This is an optimization exercise on Yosys and OpenROAD, whose aim is small area, a short achievable clock period and few clock cycles, not a production implementation.
At most, simulation tests tie the RTL to the original design; equivalence was not proved.
No activity file was given, so power comes from the tool's default toggle rates.

## the baseline
Design vpu_core, start of the top module:
module vpu_core (
    input  logic               clk,
    input  logic               rst_n,
    input  logic               en,
    output vpu_pkg::pc_t       pc,
    input  vpu_pkg::instr_t    instr,
    output vpu_pkg::mem_addr_t mem_addr,
    output logic               mem_read,
    output logic               mem_write,
    output vpu_pkg::vec_t      mem_wdata,
    input  vpu_pkg::vec_t      mem_rdata,
    output logic               data_out_vld,
    output vpu_pkg::vec_t      data_out,
    output vpu_pkg::reg_addr_t reg_wb
);
==> flow/config.mk <==
export PLATFORM = sky130hd
export DESIGN_NAME = vpu_core
export DESIGN_NICKNAME = vpu_core
export VERILOG_FILES = /design/flow/design.v
export SDC_FILE = /design/flow/constraint.sdc
export NUM_CORES = 4
export LEC_CHECK = 0
export CAP_MARGIN = 20
export CORE_MARGIN = 2
export CORE_UTILIZATION = 40
export CTS_BUF_LIST = sky130_fd_sc_hd__clkbuf_16
export CTS_CLUSTER_DIAMETER = 100
export CTS_CLUSTER_SIZE = 24
export SETUP_SLACK_MARGIN = 2.8
export SLEW_MARGIN = 20
==> flow/constraint.sdc <==
create_clock -name core_clock -period 5.5 [get_ports {clk}]
set_input_delay 1.1000 -clock core_clock [delete_from_list [all_inputs] [get_ports {clk}]]
set_output_delay 1.1000 -clock core_clock [all_outputs]
set_load 0.01 [all_outputs]
standard.sh (not shown) runs the stock make flow with config.mk's settings and CLKGATE_MAP_FILE= SYNTH_SCRIPT=/design/flow/synth_recipe.tcl, a recipe that flattens the netlist after the stock synthesis.
==> flow/flow/run.sh <==
#!/bin/bash
set -euo pipefail
cd "$(dirname "$0")/.."
export BUFFER_PORTS_ARGS="-buffer_cell sky130_fd_sc_hd__buf_1"
bash standard.sh finish > standard_flow.log 2>&1
Testbench counts of the baseline, summed over its fixed seeds: cycles 17,656.
What the candidate does differently from the baseline at the input level:
--- a/flow/design.v
+++ b/flow/design.v
@@ -359,15 +359,15 @@
             rd_xor     <= id_xor;
             rd_vd      <= instr[vpu_pkg::VD_MSB:vpu_pkg::VD_LSB];
             rd_imm     <= instr[vpu_pkg::IMM_MSB:vpu_pkg::IMM_LSB];
         end
     end
     vector_regfile u_regfile (
         .clk     (clk),
-        .wen      (wb_wen & {8{en}}),
+        .wen      (wb_wen),
         .wdata    (wb_data),
         .sel_a    (rd_sel_a),
         .sel_b    (rd_sel_b),
         .sel_imm  (rd_sel_imm),
         .sel_wr_a (rd_wr_a),
         .sel_wr_b (rd_wr_b),
         .imm     (rd_imm),
Results
- Of the candidate and the baseline, it is the candidate that has the higher average cell area after synthesis.
- A launching instance or port of the critical path of ex_a[37] is what the candidate shows, while rd_fwd_b belongs to the baseline.
- [the candidate vs the baseline] post-layout utilization of the core: higher in the candidate
- The run showing the smaller footprint of the multi-input gates is the candidate.
- Delta (the candidate minus the baseline): die area shows a reduction of about 1.6%, fraction of power consumed by combinational cells shows no meaningful change, relative area of clock buffers and inverters in the final design shows no meaningful change, routed wire length shows a reduction of 4.5%.
- ~same length of routed wiring on met1 in the baseline and the candidate
For the candidate, only the layout was checked, not whether the RTL still works.

---

build 18:
vpu_core with an RTL version that a note above also has.
For scale: roughly 3,100 cells after synthesis, roughly 790 flip-flops.
clock: 5.5 ns
lec_check: 0
cap_margin: 20
core_margin: 2
core_utilization: 40
cts_buf_list: sky130_fd_sc_hd__clkbuf_16
cts_cluster_diameter: 100
cts_cluster_size: 24
setup_slack_margin: 3.0
slew_margin: 20
Scripts as last shown in full above: flow/flow/run.sh
Inputs modified between build 18 and trial 60:
diff --git a/flow/design.v b/flow/design.v
--- a/flow/design.v
+++ b/flow/design.v
@@ -229,27 +229,22 @@
     logic               id_use_b;
     logic               id_writes;
     logic               id_arith;
     logic               id_sub;
     logic               id_and;
     logic               id_or;
     logic               id_xor;
     logic               id_load;
     logic               id_store;
     logic               id_jump;
     logic               stall;
-    logic               id_early;
-    logic               port_live;
-    logic               rd_early;
-    logic               rd_needs_port;
-    logic               imm_eq;
     logic               advance;
     logic [7:0]         rf_valid;
     logic               id_wr_a;
     logic               id_wr_b;
     logic [7:0]         rd_sel_a;
     logic [7:0]         rd_sel_b;
     logic               rd_sel_imm;
     logic               rd_wr_a;
     logic               rd_wr_b;
     logic               rd_fwd_a;
     logic               rd_fwd_b;
@@ -287,26 +282,23 @@
     vpu_pkg::vec_t      ex_result_c1;
     vpu_pkg::vec_t      rd_op_a_c0;
     vpu_pkg::vec_t      rd_op_a_c1;
     vpu_pkg::vec_t      rd_op_b_c0;
     vpu_pkg::vec_t      rd_op_b_c1;
     logic               wb_valid;
     logic [7:0]         wb_wen;
     logic               id_fwd_a;
     logic               id_fwd_b;
     vpu_pkg::reg_addr_t wb_vd;
     vpu_pkg::vec_t      wb_data;
-    assign rd_needs_port = rd_load && !rd_early;
-    assign stall         = rd_needs_port && ex_store;
-    assign imm_eq   = (instr[vpu_pkg::IMM_MSB:vpu_pkg::IMM_LSB] == rd_imm);
-    assign id_early = id_load && port_live && !(rd_store && imm_eq);
+    assign stall   = rd_load && ex_store;
     assign advance = en && !stall;
     fetch_unit u_fetch (
         .clk         (clk),
         .rst_n       (rst_n),
         .advance     (advance),
         .jump        (id_jump),
         .jump_target (instr[vpu_pkg::PC_W-1:0]),
         .pc          (pc)
     );
     instr_decoder u_decoder (
         .instr    (instr),
@@ -323,28 +315,26 @@
         .op_or    (id_or),
         .op_xor   (id_xor),
         .op_load  (id_load),
         .op_store (id_store),
         .jump     (id_jump)
     );
     always_ff @(posedge clk) begin
         if (!rst_n) begin
             rd_writes <= 1'b0;
             rd_load   <= 1'b0;
             rd_store  <= 1'b0;
-            rd_early  <= 1'b0;
         end else if (advance) begin
             rd_writes <= id_writes;
             rd_load   <= id_load;
             rd_store  <= id_store;
-            rd_early  <= id_early;
         end
     end
     assign id_fwd_a = id_use_a && rd_writes && (instr[vpu_pkg::VS1_MSB:vpu_pkg::VS1_LSB] == rd_vd);
     assign id_fwd_b = id_use_b && rd_writes && (instr[vpu_pkg::VS2_MSB:vpu_pkg::VS2_LSB] == rd_vd);
     assign id_wr_a = id_use_a && ex_writes && (instr[vpu_pkg::VS1_MSB:vpu_pkg::VS1_LSB] == ex_vd);
     assign id_wr_b = id_use_b && ex_writes && (instr[vpu_pkg::VS2_MSB:vpu_pkg::VS2_LSB] == ex_vd);
     always_ff @(posedge clk) begin
         if (advance) begin
             rd_sel_a   <= id_wr_a ? 8'd0 : id_sel_a;
             rd_sel_b   <= id_wr_b ? 8'd0 : id_sel_b;
             rd_wr_a    <= id_wr_a;
@@ -355,23 +345,23 @@
             rd_arith   <= id_arith;
             rd_sub     <= id_sub;
             rd_and     <= id_and;
             rd_or      <= id_or;
             rd_xor     <= id_xor;
             rd_vd      <= instr[vpu_pkg::VD_MSB:vpu_pkg::VD_LSB];
             rd_imm     <= instr[vpu_pkg::IMM_MSB:vpu_pkg::IMM_LSB];
         end
     end
     vector_regfile u_regfile (
         .clk     (clk),
-        .wen      (wb_wen),
+        .wen      (wb_wen & {8{en}}),
         .wdata    (wb_data),
         .sel_a    (rd_sel_a),
         .sel_b    (rd_sel_b),
         .sel_imm  (rd_sel_imm),
         .sel_wr_a (rd_wr_a),
         .sel_wr_b (rd_wr_b),
         .imm     (rd_imm),
         .rdata_a (rd_a),
         .rdata_b (rd_b)
     );
     always_ff @(posedge clk) begin
@@ -403,50 +393,42 @@
         .ex_result (ex_result_c0),
         .operand   (rd_op_b_c0)
     );
     operand_forward u_fwd_b1 (
         .fwd       (fwd_b),
         .rf_data   (rd_b),
         .ex_result (ex_result_c1),
         .operand   (rd_op_b_c1)
     );
     assign rd_op_a = ex_carry & (rd_op_a_c1 ^ {vpu_pkg::VEC_W{rd_sub}})
                    | ~ex_carry & (rd_op_a_c0 ^ {vpu_pkg::VEC_W{rd_sub}});
-    assign rd_op_b = (ex_carry & rd_op_b_c1 | ~ex_carry & rd_op_b_c0)
-                   | (mem_rdata & {vpu_pkg::VEC_W{rd_early}});
+    assign rd_op_b = ex_carry & rd_op_b_c1 | ~ex_carry & rd_op_b_c0;
     always_ff @(posedge clk) begin
         if (en) begin
             ex_vd    <= rd_vd;
             ex_arith <= rd_arith;
             ex_sub   <= rd_sub;
             ex_and   <= rd_and;
-            ex_or    <= rd_or || (rd_load && !rd_needs_port);
+            ex_or    <= rd_or;
             ex_xor   <= rd_xor;
-            ex_load  <= rd_needs_port;
+            ex_load  <= rd_load;
             ex_a     <= rd_op_a;
             ex_b     <= rd_op_b;
         end
     end
     always_ff @(posedge clk) begin
-        if (!rst_n) begin
-            port_live <= 1'b0;
-        end else if (en) begin
-            port_live <= !rd_store && !stall && !(id_load && !id_early);
-        end
-    end
-    always_ff @(posedge clk) begin
         if (en) begin
             mem_addr_q <= (rd_store || stall) ? rd_imm : instr[vpu_pkg::IMM_MSB:vpu_pkg::IMM_LSB];
         end
     end
-    assign mem_addr  = port_live ? instr[vpu_pkg::IMM_MSB:vpu_pkg::IMM_LSB] : mem_addr_q;
+    assign mem_addr  = mem_addr_q;
     assign mem_read  = en;
     assign mem_write = en && ex_store;
     assign mem_wdata = ex_b;
     vector_alu u_alu (
         .op_arith (ex_arith),
         .op_sub   (ex_sub),
         .op_and   (ex_and),
         .op_or    (ex_or),
         .op_xor   (ex_xor),
         .op_load  (ex_load),
         .vec_a    (ex_a),
==> run summary <==
- Summary of trial 60 over build 18: sequential share of layout area higher, number of buffers on the longest clock path roughly the same.
- Trial 60 gives less post-synthesis share of cell area spent on and, or, nand and nor gates than build 18 did.
- Compared with build 18, trial 60 shows maximum number of pins on one net before global-route repair that has gone down by more than 10%.
- Trial 60 vs. build 18: total die area shows a reduction of about 1.7%, layout clock buffer count shows an increase of 3, path depth of the worst reg2reg path shows an increase of 2.
- As far as post-route setup TNS goes, build 18 and trial 60 are indistinguishable; the numbers are identical.
- Compared with build 18, in trial 60 via count went down 2.0%; area added between synthesis and finish higher; synthesized cell count lower; leftover overflow at the end of global routing did not really move; number of non-clock inverters grew by 29.
- Any difference in total power between build 18 and trial 60 is small enough to ignore.
- A uppermost layer routed of met4 is what build 18 shows, while met5 belongs to trial 60.
No functional check of the RTL was part of any run of this note.

-- port drivers added, routing unchanged --
How much do the figures lean on ideal ports? The routed layouts below were timed once more, with nothing changed but the port constraints. Step 1: set_driving_cell puts a clkbuf_16 on clk and a buf_2 on each other input, an assumption about the parent block. Step 2 moves the port delays by t, midway between the first and last clock arrival at a register: inputs arrive t later, outputs are due t later. That takes back most of the time a late clock gives input paths. Slacks: ideal / step 1 / step 2; pairs: ideal / step 1.
run | t (ns) | setup slack, ns | worst setup path after step 2
the baseline | 0.690 | 2.698 / 2.655 / 2.026 | input to register
the candidate | 0.690 | 2.318 / 2.318 / 2.272 | input to register
build 18 | 0.692 | 2.445 / 2.445 / 2.445 | register to register
trial 60 | 0.671 | 2.548 / 2.548 / 2.343 | input to register
After both steps setup and hold are still met in every run listed. The setup slack of the baseline, which loses most, moves by -0.043 ns with the drivers and by -0.672 ns with both steps.
